Context: an optimization exercise on an open-source flow, tuned for small area, a short achievable clock period and few clock cycles per item. The choices shown serve that exercise and are no tape-out recipe. Function was not checked in any run shown here: the RTL went through the layout flow alone. Power figures rest on the tool's default switching activity, not on a simulated workload. The clock port is modelled as an ideal driver; clocking choices that lean on that would not hold on a real chip.

### flow/run.sh
#!/bin/bash
# synth_recipe.tcl (not shown) runs the flow's synth.tcl, then flattens the netlist and writes it again
# the make line also repeats each setting of config.mk as NAME=value (left out here)
make -C /OpenROAD-flow-scripts/flow DESIGN_CONFIG=/design/flow/config.mk WORK_HOME=/design/flow/orfs CLKGATE_MAP_FILE= SYNTH_SCRIPT=/design/flow/synth_recipe.tcl finish
### flow/config.mk
export PLATFORM = sky130hd
export DESIGN_NAME = sobel_stream_filter
export DESIGN_NICKNAME = sobel_stream_filter
export VERILOG_FILES = /design/flow/design.v
export SDC_FILE = /design/flow/constraint.sdc
export NUM_CORES = 4
export LEC_CHECK = 0
export CAP_MARGIN = 20
export CORE_MARGIN = 2
export CORE_UTILIZATION = 40
export CTS_BUF_LIST = sky130_fd_sc_hd__clkbuf_16
export CTS_CLUSTER_DIAMETER = 60
export CTS_CLUSTER_SIZE = 30
export PLACE_DENSITY = 0.6
export SETUP_SLACK_MARGIN = 5
export SLEW_MARGIN = 20
### flow/constraint.sdc
create_clock -name core_clock -period 8.0 [get_ports {i_clk}]
set_input_delay 1.6000 -clock core_clock [delete_from_list [all_inputs] [get_ports {i_clk}]]
set_output_delay 1.6000 -clock core_clock [all_outputs]
set_load 0.01 [all_outputs]
### flow/design.v
module sobel_stream_filter #(
  parameter int IMG_W  = 256,
  parameter int IMG_H  = 256,
  parameter int CH_W   = 8
) (
  input  logic                i_clk,
  input  logic                i_rst,
  input  logic                rgb_vld,
  input  logic [3*CH_W-1:0]   rgb_data,
  output logic                rgb_busy,
  output logic                result_vld,
  output logic [3*CH_W-1:0]   result_data,
  input  logic                result_busy
);
  localparam int CW   = $clog2(IMG_W);
  localparam int RW   = $clog2(IMG_H);
  localparam int NT   = 4;                 
  localparam int TW   = $clog2(NT);
  localparam int SEG  = IMG_W / NT;        
  localparam int QD   = 4;                 
  localparam int CAP  = QD + 1;            
  localparam int QW   = $clog2(QD + 1);
  typedef logic [CH_W-1:0] pix_t;
  logic [CW-1:0] col;
  logic [RW-1:0] row;
  logic [CW-1:0] dl;         
  logic [2:0]    cnt;        
  logic          vh;         
  logic [CH_W:0] rbh;        
  pix_t          gh;         
  logic          fire;       
  logic [NT-1:0] wt;         
  logic          acc, hit, xfer;
  assign acc  = rgb_vld && !rgb_busy;
  assign xfer = result_vld && !result_busy;
  logic [CW-1:0] dl_n;
  logic [2:0]    cnt_f, cnt_n;
  logic          vh_n, fire_n, room_n;
  assign dl_n   = fire ? dl : dl + 1'b1;
  assign cnt_f  = cnt + {2'b00, fire && hit};
  assign cnt_n  = cnt_f - {2'b00, xfer};
  assign room_n = xfer ? (cnt_f <= 3'(CAP)) : (cnt_f < 3'(CAP));
  assign vh_n   = acc || (vh && !fire);
  assign fire_n = vh_n && (dl_n[CW-TW-1:0] == '0) && room_n;
  logic [CW-1:0] col_n;
  logic [RW-1:0] row_n;
  assign col_n = (col == CW'(IMG_W - 1)) ? '0 : col + 1'b1;
  assign row_n = (col == CW'(IMG_W - 1)) ? ((row == RW'(IMG_H - 1)) ? '0 : row + 1'b1) : row;
  always_ff @(posedge i_clk) begin
    if (i_rst) begin
      col      <= '0;
      row      <= '0;
      hit      <= 1'b0;
      dl       <= '1;     
      cnt      <= '0;
      vh       <= 1'b0;
      fire     <= 1'b0;
      wt       <= '0;
      rgb_busy <= 1'b0;
    end else begin
      dl   <= dl_n;
      cnt  <= cnt_n;
      vh   <= vh_n;
      fire <= fire_n;
      for (int j = 0; j < NT; j++)
        wt[j] <= fire_n && (dl_n[CW-1 -: TW] == TW'(j));
      if (fire) begin
        col <= col_n;
        row <= row_n;
        hit <= (row_n >= RW'(2)) && (col_n >= CW'(2));
      end
      rgb_busy <= vh_n && !fire_n;
    end
  end
  always_ff @(posedge i_clk) begin
    if (acc) begin
      rbh <= {1'b0, rgb_data[3*CH_W-1 -: CH_W]} + {1'b0, rgb_data[CH_W-1:0]};
      gh  <= rgb_data[2*CH_W-1 -: CH_W];
    end
  end
  logic [CH_W+1:0] y_sum;
  pix_t            yh;
  assign y_sum = {1'b0, rbh} + {1'b0, gh, 1'b0};
  assign yh    = y_sum[CH_W+1:2];
  logic [2*CH_W-1:0] ring [IMG_W];
  pix_t              y_f;              
  logic [2*CH_W-1:0] tap  [NT];        
  always_comb begin
    for (int j = 0; j < NT; j++) tap[j] = ring[(j * SEG + IMG_W - 1) % IMG_W];
  end
  logic [NT-1:0] wf;
  always_ff @(posedge i_clk) begin
    if (i_rst) wf <= '0;
    else       wf <= wt;
  end
  always_ff @(posedge i_clk) begin
    for (int i = 0; i < IMG_W; i++) begin
      if (i % SEG == 1) begin
        if (wf[i / SEG]) ring[i] <= {ring[i-1][CH_W-1:0], y_f};
        else             ring[i] <= ring[i-1];
      end else begin
        ring[i] <= ring[(i + IMG_W - 1) % IMG_W];
      end
    end
  end
  logic [2*CH_W-1:0] t_c, t_f;
  logic              v_f, h_f;
  always_comb begin
    t_c = '0;
    for (int j = 0; j < NT; j++) if (wt[j]) t_c = t_c | tap[j];
  end
  always_ff @(posedge i_clk) begin
    t_f <= t_c;
    y_f <= yh;
    if (i_rst) begin
      v_f <= 1'b0;
      h_f <= 1'b0;
    end else begin
      v_f <= fire;
      h_f <= fire && hit;
    end
  end
  pix_t                   a_f, b_f;
  logic        [CH_W+1:0] s_c, s_s;
  logic signed [CH_W:0]   d_c, d_s;
  logic                   v_s, h_s;
  assign a_f = t_f[CH_W-1:0];
  assign b_f = t_f[2*CH_W-1:CH_W];
  assign s_c = {2'b00, b_f} + {1'b0, a_f, 1'b0} + {2'b00, y_f};
  assign d_c = $signed({1'b0, y_f}) - $signed({1'b0, b_f});
  always_ff @(posedge i_clk) begin
    s_s <= s_c;
    d_s <= d_c;
    if (i_rst) begin
      v_s <= 1'b0;
      h_s <= 1'b0;
    end else begin
      v_s <= v_f;
      h_s <= h_f;
    end
  end
  logic        [CH_W+1:0] s1, s2;
  logic signed [CH_W:0]   d1;
  logic signed [CH_W+2:0] e, gx, gy;
  pix_t                   gx_g, gy_g;
  logic                   sx_g, sy_g, ox_g, oy_g, h_g;
  assign gx = $signed({1'b0, s_s}) - $signed({1'b0, s2});
  assign gy = d_s + e;
  always_ff @(posedge i_clk) begin
    if (v_s) begin
      s1 <= s_s;
      s2 <= s1;
      d1 <= d_s;
      e  <= (d_s <<< 1) + d1;
    end
    gx_g <= gx[CH_W-1:0];
    gy_g <= gy[CH_W-1:0];
    sx_g <= gx[CH_W+2];
    sy_g <= gy[CH_W+2];
    ox_g <= gx[CH_W+1:CH_W] != {2{gx[CH_W+2]}};
    oy_g <= gy[CH_W+1:CH_W] != {2{gy[CH_W+2]}};
    if (i_rst) h_g <= 1'b0;
    else       h_g <= h_s;
  end
  logic [CH_W+1:0] msum;
  pix_t            m;
  assign msum = {2'b00, gx_g ^ {CH_W{sx_g}}} + {2'b00, gy_g ^ {CH_W{sy_g}}}
              + {{(CH_W+1){1'b0}}, sx_g} + {{(CH_W+1){1'b0}}, sy_g};
  assign m    = (ox_g || oy_g || msum[CH_W+1:CH_W] != 2'b00) ? '1 : msum[CH_W-1:0];
  pix_t          q [QD];
  logic [QW-1:0] qn;                
  pix_t          out_d;             
  pix_t          out_h;             
  pix_t          out_n;
  logic          ld;                
  assign ld    = !result_vld || !result_busy;
  assign out_n = (qn != '0) ? q[0] : m;
  always_ff @(posedge i_clk) begin
    if (i_rst) begin
      result_vld <= 1'b0;
      qn         <= '0;
    end else begin
      if (ld) begin
        if (qn != '0) begin
          result_vld <= 1'b1;
          qn         <= qn - 1'b1 + QW'(h_g);
        end else begin
          result_vld <= h_g;
        end
      end else begin
        qn <= qn + QW'(h_g);
      end
    end
  end
  always_ff @(posedge i_clk) begin
    if (ld) out_h <= out_n;
    out_d <= ld ? out_n : out_h;
    for (int i = 0; i < QD; i++) begin
      if (ld && qn != '0) begin
        if (h_g && (QW'(i) == qn - 1'b1)) q[i] <= m;
        else if (i < QD - 1)              q[i] <= q[i+1];
      end else if (!ld) begin
        if (h_g && (QW'(i) == qn)) q[i] <= m;
      end
    end
  end
  assign result_data = {out_d, out_d, out_d};
endmodule
==> summary.txt, run 1 <==
Tmin final=3150 ps; sequential power share=63.1%; worst skew pair latency=810 ps; critical path, cell by cell=buf_6 > buf_6; final core occ=44.4%; # clock sinks=4,299; post-synthesis xor/xnor area fraction=0.741%; CTS clk-pin slew, worst paths=100 ps; number of primary I/O pins=54; Yosys reg bits=4,299; Switching Share=22.1%; f_max=0.317 GHz; simple-gate area share of the yosys netlist=1.42%; Area growth syn-to-layout=10.6%; CP Data Required Time=6400 ps; CP max stage delay=470 ps; WP buf/inv=2; yosys warns=4; Async SR Flop Fraction=0%; setup TNS=0 ps; die area=0.237 mm²; Slew HR=51.9%; Top cell by count, worst path=buf_6; CORE AREA=0.232 mm²; Pint=27.1 mW; final wirelength=106,000 µm; ANT nets after route=0; most frequent cells in the layout=dfxtp_1, clkbuf_16, edfxtp_1; commonest non-fill, non-tap cell in the layout=dfxtp_1; Post-Syn Area=0.0933 mm²; Cell Pwr Density=337 mW/mm²; Post-Syn Nets=5,330; sequential fraction of the synthesis area=93.2%; cell taking the most area after synthesis=dfxtp_1; CP top delay family=flip-flops; CP Capture Type=primary output; vias per inst=3.83; top cells by area, synth=dfxtp_1, edfxtp_1, ha_1; Hold Path Class=flop to flop; Max Transition Viols Final=0; IO buf count=53; worst slew pin tran=717 ps; DRT Pass-1 Iters=5; CP Class=flop to primary output; Distinct cells, synth=65; GRT overflow=0; First DRT Iteration DRCs=1,483; Clk pwr share=30.5%; Leak=40.6 nW; outcome=finished clean; top-area cell type share of the netlist area=90.2%; syn_area_per_cell=18.0 µm²; Final period util=39.4%; Die Width=487 µm; fillers=19,800; drc violations=0; clk root buf=clkbuf_16; combinational family with the most area after synthesis=compound AO/OA/AOI/OAI gates; initial antenna violation count=7; reported max-cap violation count=0; H-tree Lvls=4; total CTS buffers=177; IR drop worst, VDD=219 µV; maximum number of pins on one net before global-route repair=44; die height=487 µm; Placer Congestion=0.719; CTS tree=done; CP Data Arrival Time=1550 ps; via count=32,600; adder-cell area share of the yosys netlist=1.53%; sw power=7.71 mW; total global-route track usage=8.89%; Comb power frac=6.5%; CTS Buffer Depth=3; main flop type after synthesis=dfxtp_1; CP Launch Type=flop; mux share of post-synthesis cell area=0.886%; first-pass GRT wire length=169,000 µm; ratio of cells with drive above 1 in the final layout=7.49%; Syn Inst Count=5,197; site row count=177; final clock skew=31.8 ps; # setup viols final=0; CP Max Fanout=2; CP max stage cell=edfxtp_1; hpwl dp=60,300 µm; vias in the first global route=31,800; RSZ-0062 raised after global routing=yes; Initial Util=40.2%; EDFF count, synth=94; Final Net Count=5,531; Fin. Hold Viols=0; Routed wire per std cell=12.4 µm; post-synthesis compound-gate area fraction=1.64%
[state kept, by name (all words and copies together), names as in the netlist, 3 cells and up]
name   cells
ring    4096
q         32
t_f       16
e         10
s1        10
s2        10
d_s        9
s_s        9
col        8
d1         8
dl         8
gh         8
gy_g       8
out_h      8
rbh        8
row        8
y_f        8
gx_g       7
wf         4
wt         4
cnt        3
qn         3
[stage by stage]
step           instance area, µm²  total power, mW  setup slack [ps]  cells  hold WS (ps)
2_1_floorplan               93400             23.8              4950   5197           310
3_3_place_gp                97500             24.2              4030   8245           310
3_5_place_dp                97500             24.3              3840   8245           312
4_1_cts                    103000             35.0              4740   8504           295
5_1_grt                    103000             36.2              4720   8517           300
6_report                   103000             34.8              4850   8520           294
[cell usage after synthesis, types with 15 or more instances]
| library cell | n |
|---|---|
| edfxtp_1 | 94 |
| a21oi_1 | 79 |
| fa_1 | 15 |
| xor2_1 | 36 |
| nor2_1 | 96 |
| clkbuf_1 | 36 |
| mux2_2 | 69 |
| xnor2_1 | 43 |
| nand2_1 | 60 |
| ha_1 | 90 |
| nor2b_1 | 28 |
| a21o_1 | 18 |
| a22oi_1 | 34 |
| inv_1 | 72 |
| dfxtp_1 | 4205 |
| o21ai_0 | 40 |
| buf_4 | 17 |
[cell families after synthesis]
group                      count (synthesis)
muxes                                     74
xor gates and xnor gates                  79
DFF                                     4299
adders and majority gates                105
and+or+nand+nor                          273
buffers and inverters                    128
AOI/OAI and AO/OA                        239
[final cells by class]
class | count | area (µm²) | share of cell area (%)
antenna | 5 | 12.5 | 0.0121
sequential | 4299 | 87000 | 84.3
tap | 3043 | 3810 | 3.69
clock inverter | 75 | 1010 | 0.980
multi-input combinational | 770 | 6010 | 5.82
inverter | 72 | 274 | 0.265
timing repair buffer | 78 | 646 | 0.625
clock buffer | 178 | 4450 | 4.31
[what timing repair did]
item | 4_1_cts | 5_1_grt
hold buffers | 0 | 0
endpoints found under the setup margin | 82 | 88
cloned | 0 | 0
resized for setup | 144 | 21
pin swaps | 7 | 17
setup buffers | 6 | 11
[power groups by stage]
stage / clock, mW / sequential, mW / combinational [mW]
5_1_grt: 11.7 / 22.0 / 2.50
2_1_floorplan: 0 / 22.3 / 1.46
3_5_place_dp: 0 / 22.4 / 1.88
3_3_place_gp: 0 / 22.4 / 1.78
6_report: 10.6 / 21.9 / 2.25
4_1_cts: 11.0 / 22.0 / 2.10
[layer usage]
metal,up-vias,global-route usage (%),wire (µm)
li1,16700,-,-
met1,15300,13.2,57100
met2,367,12.7,42600
met3,197,1.93,3910
met4,0,3.09,2440
met5,-,0,0
[path summary, 6_finish.rpt]
kind                         endpoint  cells after the start  slack [ps]           startpoint
setup reg to reg    q[2][3]$_DFFE_PP_                     11        5060         sx_g$_DFF_P_
hold reg to reg   ring[86][1]$_DFF_P_                      0         290  ring[85][1]$_DFF_P_
hold / removal    ring[86][1]$_DFF_P_                      0         290  ring[85][1]$_DFF_P_
setup / recovery      result_data[13]                      2        4850   out_h[5]$_DFFE_PN_
==> inputs of run 2 (changes only) <==
--- a/flow/design.v
+++ b/flow/design.v
@@ -17,7 +17,7 @@
   localparam int NT   = 4;                 
   localparam int TW   = $clog2(NT);
   localparam int SEG  = IMG_W / NT;        
-  localparam int QD   = 4;                 
+  localparam int QD   = 3;                 
   localparam int CAP  = QD + 1;            
   localparam int QW   = $clog2(QD + 1);
   typedef logic [CH_W-1:0] pix_t;
@@ -121,37 +121,23 @@
     end
   end
   pix_t                   a_f, b_f;
-  logic        [CH_W+1:0] s_c, s_s;
-  logic signed [CH_W:0]   d_c, d_s;
-  logic                   v_s, h_s;
+  logic        [CH_W+1:0] s_c, s1, s2;
+  logic signed [CH_W:0]   d_c, d1;
+  logic signed [CH_W+2:0] e, gx, gy;
+  pix_t                   gx_g, gy_g;
+  logic                   sx_g, sy_g, ox_g, oy_g, h_g;
   assign a_f = t_f[CH_W-1:0];
   assign b_f = t_f[2*CH_W-1:CH_W];
   assign s_c = {2'b00, b_f} + {1'b0, a_f, 1'b0} + {2'b00, y_f};
   assign d_c = $signed({1'b0, y_f}) - $signed({1'b0, b_f});
+  assign gx  = $signed({1'b0, s_c}) - $signed({1'b0, s2});
+  assign gy  = d_c + e;
   always_ff @(posedge i_clk) begin
-    s_s <= s_c;
-    d_s <= d_c;
-    if (i_rst) begin
-      v_s <= 1'b0;
-      h_s <= 1'b0;
-    end else begin
-      v_s <= v_f;
-      h_s <= h_f;
-    end
-  end
-  logic        [CH_W+1:0] s1, s2;
-  logic signed [CH_W:0]   d1;
-  logic signed [CH_W+2:0] e, gx, gy;
-  pix_t                   gx_g, gy_g;
-  logic                   sx_g, sy_g, ox_g, oy_g, h_g;
-  assign gx = $signed({1'b0, s_s}) - $signed({1'b0, s2});
-  assign gy = d_s + e;
-  always_ff @(posedge i_clk) begin
-    if (v_s) begin
-      s1 <= s_s;
+    if (v_f) begin
+      s1 <= s_c;
       s2 <= s1;
-      d1 <= d_s;
-      e  <= (d_s <<< 1) + d1;
+      d1 <= d_c;
+      e  <= (d_c <<< 1) + d1;
     end
     gx_g <= gx[CH_W-1:0];
     gy_g <= gy[CH_W-1:0];
@@ -160,7 +146,7 @@
     ox_g <= gx[CH_W+1:CH_W] != {2{gx[CH_W+2]}};
     oy_g <= gy[CH_W+1:CH_W] != {2{gy[CH_W+2]}};
     if (i_rst) h_g <= 1'b0;
-    else       h_g <= h_s;
+    else       h_g <= h_f;
   end
   logic [CH_W+1:0] msum;
   pix_t            m;
@@ -169,12 +155,9 @@
   assign m    = (ox_g || oy_g || msum[CH_W+1:CH_W] != 2'b00) ? '1 : msum[CH_W-1:0];
   pix_t          q [QD];
   logic [QW-1:0] qn;                
-  pix_t          out_d;             
-  pix_t          out_h;             
-  pix_t          out_n;
+  pix_t          out_d;
   logic          ld;                
-  assign ld    = !result_vld || !result_busy;
-  assign out_n = (qn != '0) ? q[0] : m;
+  assign ld = !result_vld || !result_busy;
   always_ff @(posedge i_clk) begin
     if (i_rst) begin
       result_vld <= 1'b0;
@@ -193,8 +176,7 @@
     end
   end
   always_ff @(posedge i_clk) begin
-    if (ld) out_h <= out_n;
-    out_d <= ld ? out_n : out_h;
+    if (ld) out_d <= (qn != '0) ? q[0] : m;
     for (int i = 0; i < QD; i++) begin
       if (ld && qn != '0) begin
         if (h_g && (QW'(i) == qn - 1'b1)) q[i] <= m;
==> run 2 against run 1 <==
Die area shrank 0.98%. Count of clock-buffer cells in the layout grew 5. Critical endpoint is now ox_g$_DFF_P_. Sequential cell count is 28 lower. Combinational power about the same. Clock power about the same. Design area down 0.27%. Largest cell class unchanged. Synthesized cell count down 1.3%. Sequential share of layout area fell by 0.38 points. First-iteration DRC count is 17% higher. Sequential power about the same. Still clean.
==> summary.txt, run 2 <==
outcome=finished clean; # setup viols final=0 (unchanged); Hold Path Class=flop to flop; CP Data Arrival Time=4290 ps (+2740 ps); design area=0.103 mm² (-0.27%); Slew HR=27.4% (-24 points); setup slack, reg-to-reg=4460 ps (-600 ps); Cell Pwr Density=337 mW/mm² (about the same); final clock skew=30.0 ps (-1.80 ps); CORE AREA=0.230 mm² (-1.0%); maximum number of pins on one net before global-route repair=41 (-6.8%); cell taking the most area after synthesis=dfxtp_1; Post-synth top cells=dfxtp_1, ha_1, edfxtp_1; critical hold path startpoint=ring[25][1]$_DFF_P_; die height=485 µm (-0.49%); most frequent cells in the layout=dfxtp_1, clkbuf_16, edfxtp_1; Power Total=34.7 mW (-0.28%); Async SR Flop Fraction=0% (unchanged); CP Capture Point=ox_g$_DFF_P_; Routed wire per std cell=12.4 µm (about the same); Leak=40.5 nW (-0.13%); DRT Pass-1 Iters=8 (+3); Syn Inst Count=5,127 (-1.3%); worst slew pin tran=1090 ps (+370 ps); worst skew pair latency=820 ps (about the same); biggest registers after layout=ring (4096), q (24), t_f (16); Worst R2R Start=y_f[1]$_DFF_P_; reported max-cap violation count=0 (unchanged); RSZ-0062 raised after global routing=yes; total CTS buffers=178 (+0.56%); main flop type after synthesis=dfxtp_1; EDFF count, synth=86 (-8.5%); CP Capture Type=flop; met1 WL=56,700 µm (-0.63%); Reg with most FFs=ring; Area growth syn-to-layout=11.4%; top-area cell type share of the netlist area=90.6% (+0.47 points); site row count=176 (-0.56%); final wirelength=105,000 µm (-0.68%); Final Net Count=5,482 (-0.89%); routed wl met3=4420 µm (+13%); First DRT Iteration DRCs=1,730 (+17%); H-tree Lvls=4 (unchanged); sequential fraction of the synthesis area=93.4% (+0.24 points); Max Transition Viols Final=0 (unchanged); # clock sinks=4,271 (-0.65%); initial antenna violation count=4 (-3); IO buf count=53 (unchanged); setup TNS=0 ps (unchanged); met2 WL=41,400 µm (-2.9%); Yosys reg bits=4,271 (-0.65%); first-pass GRT wire length=170,000 µm (+0.55%); Die Width=485 µm (-0.49%); Fin. Hold Viols=0 (unchanged); CP Max Fanout=5 (+3); total global-route track usage=8.98% (+0.085 points); Cell Area, Placed=0.0965 mm² (-0.98%); number of primary I/O pins=54 (unchanged); yosys warns=4 (unchanged); Placer Congestion=0.754 (+4.8%); Post-Syn Area=0.0924 mm² (-0.99%); Tmin final=3540 ps (+391 ps); syn_area_per_cell=18.0 µm² (+0.36%); reg2reg end=ox_g$_DFF_P_; top sig layer=met4; clk root buf=clkbuf_16; CP Launch Point=y_f[1]$_DFF_P_; Distinct cells, synth=63 (-3.1%); ratio of cells with drive above 1 in the final layout=8.01% (+0.52 points); CTS Buffer Depth=3 (unchanged); Final period util=44.3% (+4.9 points); cells on worst reg2reg path=19 (+8); f_max=0.282 GHz (-11%); CP Data Required Time=8750 ps (+2350 ps); ANT nets after route=0 (unchanged); hpwl dp=59,100 µm (-2.0%); vias in the first global route=32,200 (+1.1%); CTS tree=done; vias per inst=3.85 (+0.62%); Post-Syn Nets=5,258 (-1.4%); commonest non-fill, non-tap cell in the layout=dfxtp_1; CTS clk-pin slew, worst paths=100 ps (about the same); max reg flops=4,096 (unchanged); CP Class=flop to flop; drc violations=0 (unchanged); die area=0.235 mm² (-0.98%); top-count cell post-synth=dfxtp_1; Initial Util=40.2% (about the same); IR drop worst, VDD=224 µV (+2.5%); CP Launch Type=flop; GRT overflow=0 (unchanged); top cells by area, synth=dfxtp_1, edfxtp_1, ha_1; via count=32,600 (-0.046%)
==> run 2: metrics by stage <==
stage / hold WS [ps] / setup slack [ps] / util [%] / instances
4_1_cts: 302 / 4370 / 44.6 / 8448
3_3_place_gp: 310 / 3950 / 42.0 / 8154
5_1_grt: 297 / 4220 / 44.8 / 8458
6_report: 301 / 4460 / 44.8 / 8464
2_1_floorplan: 310 / 4730 / - / 5127
3_5_place_dp: 312 / 3980 / 42.0 / 8154
==> run 2: cell families after synthesis <==
group | share of synthesized area (%)
flip-flops | 93.4
AO/OA/AOI/OAI | 1.54
AND/OR/NAND/NOR | 1.31
adder cells (fa/ha/maj) | 1.52
buffers and inverters | 0.574
multiplexers | 0.835
XOR/XNOR | 0.785
==> run 2: routing by layer <==
layer,vias up,GRT usage (%)
met5,-,0
met4,0,3.14
met3,206,2.24
met2,408,12.5
met1,15400,13.4
li1,16600,-
==> run 2: what timing repair did <==
item                                    in CTS  in global routing
resized for setup                          166                 57
gates cloned                                 2                  1
hold buffers                                 0                  0
pin swaps                                   29                  7
endpoints found under the setup margin      70                 67
buffers inserted                            33                  7
==> run 2: layout make-up <==
type                            count  area [µm²]
Fill cell                       19600      127000
Clock inverter                     76        1040
Timing Repair Buffer               95         851
Inverter                           70         269
Sequential cell                  4271       86400
Antenna cell                        8        20.0
Tap cell                         3026        3790
Multi-Input combinational cell    735        6020
Clock buffer                      183        4580
==> run 2: power breakdown <==
part | switching [mW] | leakage (nW) | internal [mW]
logic | 1.32 | 3.28 | 0.935
clock network | 6.20 | 2.74 | 4.56
registers | 0.118 | 34.5 | 21.5
==> run 2: critical path, cell delays in order (launching register included) <==
cell and delay (ps):
dfxtp_4 370, inv_4 40, fa_1 460, inv_1 70, ha_2 190, inv_2 40, fa_2 350, nor2b_2 130
o21ai_2 70, a21boi_2 160, o21ai_1 100, nand2b_1 140, xor2_2 220, ha_4 250, nand4_1 90, a21oi_2 60
o211a_1 240, a211oi_2 230, mux2i_1 110, o22ai_1 160
==> run 2: how the worst min path moves through the flow <==
| stage | to | slack [ps] | cells after the start |
|---|---|---|---|
| 2_1_floorplan | ring[100][0]$_DFF_P_ | 310 | 0 |
| 3_3_place_gp | ring[95][1]$_DFF_P_ | 310 | 0 |
| 3_5_place_dp | ring[102][9]$_DFF_P_ | 310 | 0 |
| 4_1_cts | ring[26][1]$_DFF_P_ | 300 | 0 |
| 5_1_grt | ring[26][1]$_DFF_P_ | 300 | 0 |
| 6_report | ring[26][1]$_DFF_P_ | 300 | 0 |
==> inputs of run 3 (changes only) <==
--- a/flow/design.v
+++ b/flow/design.v
@@ -17,7 +17,7 @@
   localparam int NT   = 4;                 
   localparam int TW   = $clog2(NT);
   localparam int SEG  = IMG_W / NT;        
-  localparam int QD   = 3;                 
+  localparam int QD   = 5;                 
   localparam int CAP  = QD + 1;            
   localparam int QW   = $clog2(QD + 1);
   typedef logic [CH_W-1:0] pix_t;
@@ -121,38 +121,59 @@
     end
   end
   pix_t                   a_f, b_f;
-  logic        [CH_W+1:0] s_c, s1, s2;
-  logic signed [CH_W:0]   d_c, d1;
-  logic signed [CH_W+2:0] e, gx, gy;
-  pix_t                   gx_g, gy_g;
-  logic                   sx_g, sy_g, ox_g, oy_g, h_g;
+  logic        [CH_W+1:0] s_c, s_s;
+  logic signed [CH_W:0]   d_c, d_s;
+  logic                   v_s, h_s;
   assign a_f = t_f[CH_W-1:0];
   assign b_f = t_f[2*CH_W-1:CH_W];
   assign s_c = {2'b00, b_f} + {1'b0, a_f, 1'b0} + {2'b00, y_f};
   assign d_c = $signed({1'b0, y_f}) - $signed({1'b0, b_f});
-  assign gx  = $signed({1'b0, s_c}) - $signed({1'b0, s2});
-  assign gy  = d_c + e;
-  always_ff @(posedge i_clk) begin
-    if (v_f) begin
-      s1 <= s_c;
+  always_ff @(posedge i_clk) begin
+    s_s <= s_c;
+    d_s <= d_c;
+    if (i_rst) begin
+      v_s <= 1'b0;
+      h_s <= 1'b0;
+    end else begin
+      v_s <= v_f;
+      h_s <= h_f;
+    end
+  end
+  logic        [CH_W+1:0] s1, s2;
+  logic signed [CH_W:0]   d1;
+  logic signed [CH_W+2:0] e, gx, gy;
+  pix_t                   gx_g, gy_g;
+  logic                   sx_g, sy_g, ox_g, oy_g, h_g;
+  assign gx = $signed({1'b0, s_s}) - $signed({1'b0, s2});
+  assign gy = d_s + e;
+  always_ff @(posedge i_clk) begin
+    if (v_s) begin
+      s1 <= s_s;
       s2 <= s1;
-      d1 <= d_c;
-      e  <= (d_c <<< 1) + d1;
-    end
-    gx_g <= gx[CH_W-1:0];
-    gy_g <= gy[CH_W-1:0];
+      d1 <= d_s;
+      e  <= (d_s <<< 1) + d1;
+    end
+    gx_g <= gx[CH_W-1:0] ^ {CH_W{gx[CH_W+2]}};
+    gy_g <= gy[CH_W-1:0] ^ {CH_W{gy[CH_W+2]}};
     sx_g <= gx[CH_W+2];
     sy_g <= gy[CH_W+2];
     ox_g <= gx[CH_W+1:CH_W] != {2{gx[CH_W+2]}};
     oy_g <= gy[CH_W+1:CH_W] != {2{gy[CH_W+2]}};
     if (i_rst) h_g <= 1'b0;
-    else       h_g <= h_f;
+    else       h_g <= h_s;
   end
   logic [CH_W+1:0] msum;
   pix_t            m;
-  assign msum = {2'b00, gx_g ^ {CH_W{sx_g}}} + {2'b00, gy_g ^ {CH_W{sy_g}}}
+  assign msum = {2'b00, gx_g} + {2'b00, gy_g}
               + {{(CH_W+1){1'b0}}, sx_g} + {{(CH_W+1){1'b0}}, sy_g};
   assign m    = (ox_g || oy_g || msum[CH_W+1:CH_W] != 2'b00) ? '1 : msum[CH_W-1:0];
+  pix_t m_r;
+  logic h_m;
+  always_ff @(posedge i_clk) begin
+    m_r <= m;
+    if (i_rst) h_m <= 1'b0;
+    else       h_m <= h_g;
+  end
   pix_t          q [QD];
   logic [QW-1:0] qn;                
   pix_t          out_d;
@@ -166,23 +187,23 @@
       if (ld) begin
         if (qn != '0) begin
           result_vld <= 1'b1;
-          qn         <= qn - 1'b1 + QW'(h_g);
+          qn         <= qn - 1'b1 + QW'(h_m);
         end else begin
-          result_vld <= h_g;
+          result_vld <= h_m;
         end
       end else begin
-        qn <= qn + QW'(h_g);
-      end
-    end
-  end
-  always_ff @(posedge i_clk) begin
-    if (ld) out_d <= (qn != '0) ? q[0] : m;
+        qn <= qn + QW'(h_m);
+      end
+    end
+  end
+  always_ff @(posedge i_clk) begin
+    if (ld) out_d <= (qn != '0) ? q[0] : m_r;
     for (int i = 0; i < QD; i++) begin
       if (ld && qn != '0) begin
-        if (h_g && (QW'(i) == qn - 1'b1)) q[i] <= m;
+        if (h_m && (QW'(i) == qn - 1'b1)) q[i] <= m_r;
         else if (i < QD - 1)              q[i] <= q[i+1];
       end else if (!ld) begin
-        if (h_g && (QW'(i) == qn)) q[i] <= m;
+        if (h_m && (QW'(i) == qn)) q[i] <= m_r;
       end
     end
   end
==> flow/flow/run.sh (new file) <==
#!/bin/bash
# The standard layout, with clock tree synthesis told not to add dummy
# loads (the clock tree is otherwise as the flow settings ask).
set -euo pipefail
export CTS_ARGS="-sink_clustering_enable -repair_clock_nets -sink_clustering_size 30 -sink_clustering_max_diameter 60 -buf_list sky130_fd_sc_hd__clkbuf_16 -dont_use_dummy_load"
bash standard.sh > standard.log 2>&1
==> flow/standard.sh (new file) <==
#!/bin/bash
# synth_recipe.tcl (not shown) runs the flow's synth.tcl, then flattens the netlist and writes it again
# the make line also repeats each setting of config.mk as NAME=value (left out here)
make -C /OpenROAD-flow-scripts/flow DESIGN_CONFIG=/design/flow/config.mk WORK_HOME=/design/flow/orfs CLKGATE_MAP_FILE= SYNTH_SCRIPT=/design/flow/synth_recipe.tcl "${@:-finish}"
--- a/flow/config.mk
+++ b/flow/config.mk
@@ -7,10 +7,10 @@
 export LEC_CHECK = 0
 export CAP_MARGIN = 20
 export CORE_MARGIN = 2
-export CORE_UTILIZATION = 40
+export CORE_UTILIZATION = 65
 export CTS_BUF_LIST = sky130_fd_sc_hd__clkbuf_16
 export CTS_CLUSTER_DIAMETER = 60
 export CTS_CLUSTER_SIZE = 30
-export PLACE_DENSITY = 0.6
+export PLACE_DENSITY = 0.75
 export SETUP_SLACK_MARGIN = 5
 export SLEW_MARGIN = 20
removed: flow/run.sh
==> run 3 against run 2 <==
Critical endpoint is now result_data[23]. Critical path depth fell by 17. Core utilization rose by 26 points. Setup slack improved by 430 ps. Sequential cell count rose by 46. Synthesized cell count rose by 0.64%. Critical path type is now flop to primary output. Clock skew rose by 57 ps. Sequential share of layout area rose by 2.7 points. Via count rose by 0.21%. Non-clock buffer count fell by 29. Total power fell by 4.0%. Sequential power barely moved.
==> summary.txt, run 3 <==
outcome=finished clean; total CTS buffers=175 (-1.7%); Clk pwr share=29.3% (-1.7 points); Post-synth top cells=dfxtp_1, mux2_2, edfxtp_1; placed cell count=7,069 (-13%); vias in the first global route=34,000 (+5.6%); DRT Pass-1 Iters=5 (-3); Final Net Count=5,490 (+0.15%); Slew HR=22.7% (-4.8 points); Tmin final=3110 ps (-434 ps); Post-Syn Nets=5,297 (+0.74%); most frequent cells in the layout=dfxtp_1, clkbuf_16, mux2_2; top cells by area, synth=dfxtp_1, edfxtp_1, mux2_2; biggest registers after layout=ring (4096), q (40), t_f (16); Distinct cells, synth=63 (unchanged); site row count=139 (-21%); CTS Buffer Depth=3 (unchanged); IR drop worst, VDD=275 µV (+23%); clk root buf=clkbuf_16; sequential power share=65.9% (+3.5 points); yosys warns=4 (unchanged); CTS tree=done; CP Capture Type=primary output; Routed wire per std cell=16.3 µm (+31%); Reg with most FFs=ring; Comb power frac=4.8% (-1.7 points); H-tree Lvls=4 (unchanged); CP Max Fanout=2 (-3); worst slew pin tran=1160 ps (+71.5 ps); max reg flops=4,096 (unchanged); Switching Share=20.5% (-1.5 points); initial antenna violation count=9 (+5); EDFF count, synth=102 (+19%); ratio of cells with drive above 1 in the final layout=6.48% (-1.5 points); maximum number of pins on one net before global-route repair=44 (+7.3%); f_max=0.322 GHz (+14%); Max Transition Viols Final=0 (unchanged); CORE AREA=0.143 mm² (-38%); die area=0.147 mm² (-37%); main flop type after synthesis=dfxtp_1; Cell Pwr Density=330 mW/mm² (-2.0%); CP Data Required Time=6400 ps (-2350 ps); Placer Congestion=0.781 (+3.5%); # setup viols final=0 (unchanged); First DRT Iteration DRCs=1,762 (+1.8%); vias per inst=4.50 (+17%); Power Total=33.3 mW (-4.0%); worst skew pair latency=820 ps (about the same); Syn Inst Count=5,160 (+0.64%); final clock skew=87.0 ps (+57.0 ps); setup TNS=0 ps (unchanged); sw power=6.84 mW (-11%); fin cells=7,259 (-14%); via count=32,700 (+0.21%); cell taking the most area after synthesis=dfxtp_1; Async SR Flop Fraction=0% (unchanged); die height=384 µm (-21%); Pint=26.5 mW (-2.1%); Die Width=384 µm (-21%); final core occ=70.4% (+26 points); hpwl dp=62,200 µm (+5.2%); Hold Path Class=flop to flop; Cell Area, Placed=0.0965 mm² (about the same); first-pass GRT wire length=188,000 µm (+11%); total global-route track usage=16.5% (+7.5 points); IO buf count=53 (unchanged); final wirelength=119,000 µm (+13%); fillers=8,535 (-56%); syn_area_per_cell=18.2 µm² (+0.81%); # clock sinks=4,317 (+1.1%); CP Launch Type=flop; Final period util=38.8% (-5.4 points); RSZ-0062 raised after global routing=yes; top-area cell type share of the netlist area=90.0% (-0.66 points); CP Data Arrival Time=1510 ps (-2780 ps); sequential fraction of the synthesis area=93.2% (-0.19 points); CP Class=flop to primary output; Fin. Hold Viols=0 (unchanged); Leak=40.0 nW (-1.3%); drc violations=0 (unchanged); Initial Util=65.4% (+25 points); commonest non-fill, non-tap cell in the layout=dfxtp_1; Area growth syn-to-layout=7.66%; GRT overflow=0 (unchanged); design area=0.101 mm² (-1.9%); Yosys reg bits=4,317 (+1.1%); CTS clk-pin slew, worst paths=100 ps (about the same); top-count cell post-synth=dfxtp_1; number of primary I/O pins=54 (unchanged); ANT nets after route=0 (unchanged); Post-Syn Area=0.0938 mm² (+1.5%); reported max-cap violation count=0 (unchanged)
==> run 3: cells by family after synthesis <==
group	share of synthesized area, %
adders and majority gates	1.58
and+or+nand+nor	1.25
DFF	93.2
buffers and inverters	0.528
muxes	1.28
AOI/OAI and AO/OA	1.32
xor gates and xnor gates	0.786
==> run 3: metrics by stage <==
| step | hold WS, ps | setup slack, ps |
|---|---|---|
| 2_1_floorplan | 310 | 5000 |
| 3_3_place_gp | 310 | 3590 |
| 3_5_place_dp | 312 | 3710 |
| 4_1_cts | 250 | 4840 |
| 5_1_grt | 253 | 4820 |
| 6_report | 253 | 4890 |
==> run 3: final timing paths <==
kind                                            from                   end  slack [ps]  depth (start not counted)
worst max-delay path              out_d[7]$_DFFE_PN_       result_data[23]        4890                          2
worst min-delay path            ring[145][0]$_DFF_P_  ring[146][0]$_DFF_P_         250                          0
worst max register to register          sy_g$_DFF_P_     m_r[3]$_SDFF_PP1_        5150                         11
worst min register to register  ring[145][0]$_DFF_P_  ring[146][0]$_DFF_P_         250                          0
==> run 3: repair_timing <==
action,4_1_cts,5_1_grt
buffers inserted,7,3
pin swaps,2,8
gates cloned,0,0
hold buffers,0,0
gates resized for setup,122,18
setup endpoints to repair,38,33
endpoints found under the hold margin,0,0
==> run 3: area by class of cell <==
type,count,area [µm²],area share (%)
multi-input cells,729,5900,5.85
flip-flops and latches,4317,87500,86.6
diodes,5,12.5,0.0124
repair buffers,66,586,0.580
clock buffers,175,4380,4.34
well taps,1903,2380,2.36
inverters,64,245,0.243
==> run 3: power by group through the flow <==
| stage | Sequential [mW] | Combinational, mW | Clock (mW) |
|---|---|---|---|
| final | 22.0 | 1.59 | 9.77 |
| after global routing | 22.0 | 1.78 | 10.7 |
| after global placement | 22.4 | 1.46 | 0 |
| after CTS | 22.0 | 1.56 | 10.0 |
| after floorplan | 22.4 | 1.21 | 0 |
| after detailed placement | 22.5 | 1.52 | 0 |
==> run 3: metal layers <==
layer	part of all wire (%)	global-route usage [%]
met1	49	23.4
met2	45	26.1
met3	3.8	3.03
met4	2.1	4.71
met5	0	0
==> run 3: critical path, stage by stage (launching register included) <==
cell      delay [ps]
edfxtp_1         430
buf_4            160
buf_6            110
==> inputs of run 4 (changes only) <==
--- a/flow/config.mk
+++ b/flow/config.mk
@@ -7,10 +7,10 @@
 export LEC_CHECK = 0
 export CAP_MARGIN = 20
 export CORE_MARGIN = 2
-export CORE_UTILIZATION = 65
+export CORE_UTILIZATION = 72
 export CTS_BUF_LIST = sky130_fd_sc_hd__clkbuf_16
 export CTS_CLUSTER_DIAMETER = 60
 export CTS_CLUSTER_SIZE = 30
-export PLACE_DENSITY = 0.75
+export PLACE_DENSITY = 0.8
 export SETUP_SLACK_MARGIN = 5
 export SLEW_MARGIN = 20
==> run 4 against run 3 <==
Clock power about the same. Area after synthesis is the same. Design area fell by 0.47%. Register-to-register slack worse by 120 ps. Non-clock buffer count decreased by 4. Combinational power about the same. Sequential power hardly changed. Die area is 9.6% lower. Wire length is 21% higher. Critical endpoint unchanged. Highest routed layer is now met5.
==> summary.txt, run 4 <==
outcome=finished clean; fin cells=7,084 (-2.4%); top-area cell type share of the netlist area=90.0% (unchanged); first-pass GRT wire length=218,000 µm (+16%); worst skew pair latency=850 ps (+30 ps); RSZ-0062 raised after global routing=yes; final wirelength=144,000 µm (+21%); fillers=6,252 (-27%); multi-input logic area=0.00587 mm² (-0.59%); critical path, cell by cell=buf_2; maximum number of pins on one net before global-route repair=44 (unchanged); CP Capture Type=primary output; Reg with most FFs=ring; number of primary I/O pins=54 (unchanged); clk root buf=clkbuf_16; setup TNS=0 ps (unchanged); drc violations=0 (unchanged); CP Data Arrival Time=1410 ps (-100 ps); initial antenna violation count=13 (+4); max reg flops=4,096 (unchanged); IO buf count=53 (unchanged); ANT nets after route=0 (unchanged); hold_buf cts=0 (unchanged); IR drop worst, VDD=254 µV (-7.6%); Yosys reg bits=4,317 (unchanged); critical hold path startpoint=ring[12][6]$_DFF_P_; placed cell count=6,912 (-2.2%); top cells by area, synth=dfxtp_1, edfxtp_1, mux2_2; Comb power frac=4.7% (about the same); die area=0.133 mm² (-9.6%); CORE AREA=0.129 mm² (-9.9%); Die Width=365 µm (-4.9%); die height=365 µm (-4.9%); Post-synth top cells=dfxtp_1, mux2_2, edfxtp_1; routed wl met3=4920 µm (+9.2%); sequential power share=65.9% (about the same); total global-route track usage=22.1% (+5.7 points); WP buf/inv=1 (-1); top sig layer=met5; DRT Pass-1 Iters=5 (unchanged); H-tree Lvls=4 (unchanged); CP Launch Type=flop; site row count=132 (-5.0%); CP Launch Point=out_d[7]$_DFFE_PN_; CP top delay family=flip-flops; # clock sinks=4,317 (unchanged); most frequent cells in the layout=dfxtp_1, clkbuf_16, mux2_2; Routed wire per std cell=20.3 µm (+24%); final clock skew=133 ps (+46.5 ps); Max Transition Viols Final=0 (unchanged); Placer Congestion=0.772 (-1.1%); top-count cell post-synth=dfxtp_1; Sequential Area=0.0875 mm² (unchanged); First DRT Iteration DRCs=2,146 (+22%); Post-Syn Area=0.0938 mm² (unchanged); CP Max Fanout=3 (+1); via count=33,600 (+2.9%); CP max stage delay=430 ps (about the same); Final Net Count=5,481 (-0.16%); Switching Share=20.9% (+0.36 points); sw power=6.96 mW (+1.7%); biggest registers after layout=ring (4096), q (40), t_f (16); Initial Util=72.5% (+7.2 points); ratio of cells with drive above 1 in the final layout=6.25% (-0.23 points); met1 WL=61,700 µm (+6.6%); Pint=26.4 mW (-0.48%); Clk pwr share=29.4% (about the same); CP max stage cell=edfxtp_1; reported max-cap violation count=0 (unchanged); Hold Path Class=flop to flop; GRT overflow=0 (unchanged); commonest non-fill, non-tap cell in the layout=dfxtp_1; Fin. Hold Viols=0 (unchanged); Async SR Flop Fraction=0% (unchanged); Area growth syn-to-layout=7.15%; total CTS buffers=170 (-2.9%); Slew HR=16.5% (-6.2 points); Worst R2R Start=y_f[1]$_DFF_P_; # setup viols final=0 (unchanged); met2 WL=72,800 µm (+35%); syn_area_per_cell=18.2 µm² (unchanged); Final period util=37.6% (-1.2 points); Post-Syn Nets=5,297 (unchanged); Syn Inst Count=5,160 (unchanged); worst slew pin tran=1250 ps (+94.1 ps); CTS Buffer Depth=3 (unchanged); EDFF count, synth=102 (unchanged); Leak=39.8 nW (-0.33%); CTS clk-pin slew, worst paths=110 ps (about the same); CTS tree=done; Antenna Cells=0 (-5); CP Class=flop to primary output; Power Total=33.3 mW (about the same); Tmin final=3010 ps (-97.7 ps); f_max=0.332 GHz (+3.2%); Cell Pwr Density=332 mW/mm² (+0.46%); cell taking the most area after synthesis=dfxtp_1; CP Data Required Time=6400 ps (about the same); hpwl dp=72,400 µm (+16%); yosys warns=4 (unchanged); Distinct cells, synth=63 (unchanged); vias per inst=4.74 (+5.5%); main flop type after synthesis=dfxtp_1; vias in the first global route=36,600 (+7.7%); sequential fraction of the synthesis area=93.2% (unchanged)
-- run 4: cell families (layout without fill, tap and decap cells) --
| group | count (synthesis) | in the layout | share of synthesized area [%] |
|---|---|---|---|
| adders and majority gates | 109 | 109 | 1.58 |
| muxes | 107 | 107 | 1.28 |
| xor gates and xnor gates | 82 | 82 | 0.786 |
| AOI/OAI and AO/OA | 189 | 189 | 1.32 |
| and+or+nand+nor | 242 | 242 | 1.25 |
| buffers and inverters | 114 | 296 | 0.528 |
| DFF | 4317 | 4317 | 93.2 |
-- run 4: power by group through the flow --
| stage | registers (mW) | logic (mW) | clock network (mW) |
|---|---|---|---|
| final | 22.0 | 1.57 | 9.78 |
| after global placement | 22.4 | 1.45 | 0 |
| after CTS | 22.0 | 1.56 | 9.95 |
| after detailed placement | 22.5 | 1.49 | 0 |
| after global routing | 22.0 | 1.74 | 10.6 |
| after floorplan | 22.4 | 1.21 | 0 |
-- run 4: path summary, 6_finish.rpt --
kind / to / slack, ps / depth (start not counted)
max: result_data[23] / 4990 / 1
min: ring[13][6]$_DFF_P_ / 230 / 0
max reg2reg: s_s[9]$_DFF_P_ / 5030 / 11
min reg2reg: ring[13][6]$_DFF_P_ / 230 / 0
-- run 4: routing by layer --
| layer | up-vias | global-route usage [%] |
|---|---|---|
| met5 | - | 0 |
| met4 | 2 | 7.12 |
| met3 | 270 | 3.66 |
| met2 | 577 | 38.6 |
| met1 | 16300 | 28.3 |
| li1 | 16500 | - |
-- run 4: area by class of cell --
type / count / area share, %
multi-input combinational: 729 / 5.84
timing repair buffer: 62 / 0.478
clock buffer: 170 / 4.23
sequential: 4317 / 87.0
inverter: 64 / 0.244
tap: 1742 / 2.17
-- run 4: per-stage QoR --
stage | hold WS [ps] | setup slack, ps | area, µm² | utilization, %
2_1_floorplan | 310 | 5000 | 93800 | -
3_3_place_gp | 310 | 4370 | 96300 | 74.5
3_5_place_dp | 312 | 4340 | 96300 | 74.5
4_1_cts | 225 | 4920 | 100000 | 77.7
5_1_grt | 233 | 4910 | 100000 | 77.7
6_report | 230 | 4990 | 100000 | 77.7
-- run 4: repair_timing --
| item | in CTS | in global routing |
|---|---|---|
| setup endpoints to repair | 38 | 27 |
| buffers inserted | 2 | 0 |
| gates resized for setup | 107 | 7 |
| cloned | 0 | 0 |
| pin swaps | 1 | 2 |

-- separate check: timing with driven ports --
The flow's constraints put no driver on any port. The routed layouts listed below were extracted and timed again, unchanged, in two steps. Step 1 sets driving cells, clkbuf_16 on the clock port and buf_2 on the other inputs (assumed; they add their load-dependent delay and slew). Step 2 times the ports against the registers' clock, not the clock port: input delays grow and output delays shrink by t, the midpoint of the rising clock arrivals with the driver on. a / b / c = ideal ports / drivers / drivers and shift; a / b = the first two.
| run | shift t [ns] | setup WS [ns] | latest minus earliest clock arrival (ns) |
|---|---|---|---|
| run 1 | 0.889 | 4.849 / 4.764 / 4.206 | 0.048 / 0.049 |
| run 2 | 0.895 | 4.458 / 4.458 / 4.217 | 0.053 / 0.053 |
| run 3 | 0.857 | 4.892 / 4.812 / 4.199 | 0.095 / 0.095 |
| run 4 | 0.851 | 4.990 / 4.918 / 4.270 | 0.137 / 0.136 |
After both steps setup and hold are still met in every run listed. For run 4, which loses most, drivers alone change the setup slack by -0.072 ns; drivers and shift together by -0.720 ns.
